What follows belongs to an exercise in optimizing a design on an open flow for small area, a short achievable clock period and few clock cycles per item; a production flow would make more cautious choices.
The RTL was checked by simulation tests, not by an equivalence proof against the original design.
Power figures rest on the tool's default switching activity, not on a simulated workload.

== v20 ==
==> flow/design.v (excerpt) <==
module bce_mean_loss #(
  parameter int MAX_ELEMENTS = 4096
) (
  input  wire logic        clk,
  input  wire logic        rst_n,
  input  wire logic        in_valid,
  output logic             in_ready,
  input  wire logic [16:0] in_prediction,
  input  wire logic [16:0] in_target,
  input  wire logic        in_last_element,
  output logic             out_valid,
  input  wire logic        out_ready,
  output logic [31:0]      out_mean_loss,
  output logic [12:0]      out_element_count,
  input  wire logic        cfg_psel,
  input  wire logic        cfg_penable,
  input  wire logic        cfg_pwrite,
  input  wire logic [2:0]  cfg_paddr,
  input  wire logic [31:0] cfg_pwdata,
  output logic [31:0]      cfg_prdata,
  output logic             cfg_pready
);
Size in the first run: roughly 5,600 cells after synthesis, about 790 flip-flops, roughly 160 I/O pins, roughly 53,000 um2 of cells after synthesis.
==> flow/config.mk <==
export PLATFORM = sky130hd
export DESIGN_NAME = bce_mean_loss
export DESIGN_NICKNAME = bce_mean_loss
export VERILOG_FILES = /design/flow/design.v
export SDC_FILE = /design/flow/constraint.sdc
export NUM_CORES = 4
export LEC_CHECK = 0
export CAP_MARGIN = 20
export CORE_MARGIN = 2
export CORE_UTILIZATION = 40
export SLEW_MARGIN = 20
==> flow/constraint.sdc <==
create_clock -name core_clock -period 13.0 [get_ports {clk}]
set_input_delay 2.6000 -clock core_clock [delete_from_list [all_inputs] [get_ports {clk}]]
set_output_delay 2.6000 -clock core_clock [all_outputs]
set_load 0.01 [all_outputs]
standard.sh (not shown) runs the stock make flow with config.mk's settings and CLKGATE_MAP_FILE= SYNTH_SCRIPT=/design/flow/synth_recipe.tcl, a recipe that flattens the netlist after the stock synthesis.
==> flow/flow/run.sh <==
#!/bin/bash
# Standard layout, with timing repair asked to leave 8.5 ns of setup slack at
# the design's clock period (the constraints themselves are unchanged).
set -o pipefail
export SETUP_SLACK_MARGIN=8.5
bash standard.sh > standard.log 2>&1
v20 did not stop at any stage, and its layout met the timing, design-rule and antenna checks.
Testbench counts of v20, summed over its fixed seeds: cycles 16,460, items 16,000.
What v9 does differently from v20 at the input level:
- an added PLACE_DENSITY of 0.78
- a change of CORE_UTILIZATION from 40 to 65
==> flow/flow/run.sh <==
#!/bin/bash
# Standard layout, with timing repair asked to leave 9 ns of setup slack at
# the design's clock period (the constraints themselves are unchanged).
set -o pipefail
export SETUP_SLACK_MARGIN=9
bash standard.sh > standard.log 2>&1
--- outcome ---
- v9 closes out successfully: all stages finished, all timing, DRC and antenna checks passed.
- v20 has a lower relative contribution of combinational cells to total power than v9.
- The higher worst setup slack came out of v9.
- Delta (v9 minus v20): final-stage net count higher, count of state elements after synthesis essentially unchanged, number of setup buffers added after CTS increased 13, number of placed I/O pins comparable, slew at the pin with the worst max-slew slack decreased 0.13 ns.
- The total area of sequential cells in v9 was higher than what v20 gave.
- Relative to v20, the wire length measured on v9 has increased slightly.

---

red:
Starting RTL as in the previous note.
// bce_mean_loss
module bce_mean_loss #(
  parameter int MAX_ELEMENTS = 4096
) (
  input  wire logic        clk,
  input  wire logic        rst_n,
  input  wire logic        in_valid,
  output logic             in_ready,
  input  wire logic [16:0] in_prediction,
  input  wire logic [16:0] in_target,
  input  wire logic        in_last_element,
  output logic             out_valid,
  input  wire logic        out_ready,
  output logic [31:0]      out_mean_loss,
  output logic [12:0]      out_element_count,
  input  wire logic        cfg_psel,
  input  wire logic        cfg_penable,
  input  wire logic        cfg_pwrite,
  input  wire logic [2:0]  cfg_paddr,
  input  wire logic [31:0] cfg_pwdata,
  output logic [31:0]      cfg_prdata,
  output logic             cfg_pready
);
clock: 13.0 ns
lec_check: 0
cap_margin: 20
core_margin: 2
core_utilization: 40
slew_margin: 20
==> flow/flow/run.sh <==
#!/bin/bash
# Standard layout, with timing repair asked to leave 9.3 ns of setup slack at
# the design's clock period (the constraints themselves are unchanged).
set -o pipefail
export SETUP_SLACK_MARGIN=9.3
bash standard.sh > standard.log 2>&1
red did not stop at any stage, and its layout met the timing, design-rule and antenna checks.
Testbench counts of red, summed over its fixed seeds: cycles 16,460, items 16,000.
The following lists how blue was set up differently from red:
- PLACE_DENSITY newly set to 0.7
- CORE_UTILIZATION changed from 40 to 55
==> flow/flow/run.sh <==
#!/bin/bash
# Standard layout, with timing repair asked to leave 9 ns of setup slack at
# the design's clock period (the constraints themselves are unchanged).
set -o pipefail
export SETUP_SLACK_MARGIN=9
bash standard.sh > standard.log 2>&1
==> comparison <==
As far as final sequential cell count goes, blue and red are indistinguishable; the numbers are identical. Number of non-filler instances in the completed layout in blue is about 8% lower than in red. Run comparison: red timing startpoint of the critical path u_back.dq_r[21]; blue timing startpoint of the critical path u_back.dq_r[31]. When the final numbers for red and blue were put side by side, the global-route track usage on met2 turned out to be smaller in red. Between red and blue, the met2 routed wirelength is lower for blue. Biggest cell delay along the critical path: blue > red. blue — setup slack 38 ps higher, red as reference. | overall die width | higher: red |. Die area | blue < red. Against red, first-iteration DRC count in blue rose by more than 10%. Fmax on blue is ahead of red.

-- what the ideal ports hide --
No port has a modelled driver above. Below, the same layouts with a new extraction and two added sets of constraints. Step 1 sets driving cells, clkbuf_16 on the clock port and buf_2 on the other inputs (assumed; they add their load-dependent delay and slew). Step 2 moves the port delays by t, midway between the first and last clock arrival at a register: inputs arrive t later, outputs are due t later. That takes back most of the time a late clock gives input paths. Slacks: no drivers / after step 1 / after step 2; pairs: no drivers / after step 1.
| run | t (ns) | slack for setup (ns) | slew at the worst register clock pin (ns) |
|---|---|---|---|
| v20 | 0.779 | 8.627 / 8.555 / 7.917 | 0.07 / 0.07 |
| v9 | 0.712 | 8.997 / 8.964 / 8.326 | 0.07 / 0.07 |
| red | 0.770 | 8.989 / 8.913 / 8.606 | 0.07 / 0.07 |
| blue | 0.726 | 9.026 / 8.953 / 8.368 | 0.07 / 0.07 |
After both steps setup and hold are still met in every run listed. The setup slack of v20, which loses most, moves by -0.072 ns with the drivers and by -0.710 ns with both steps.
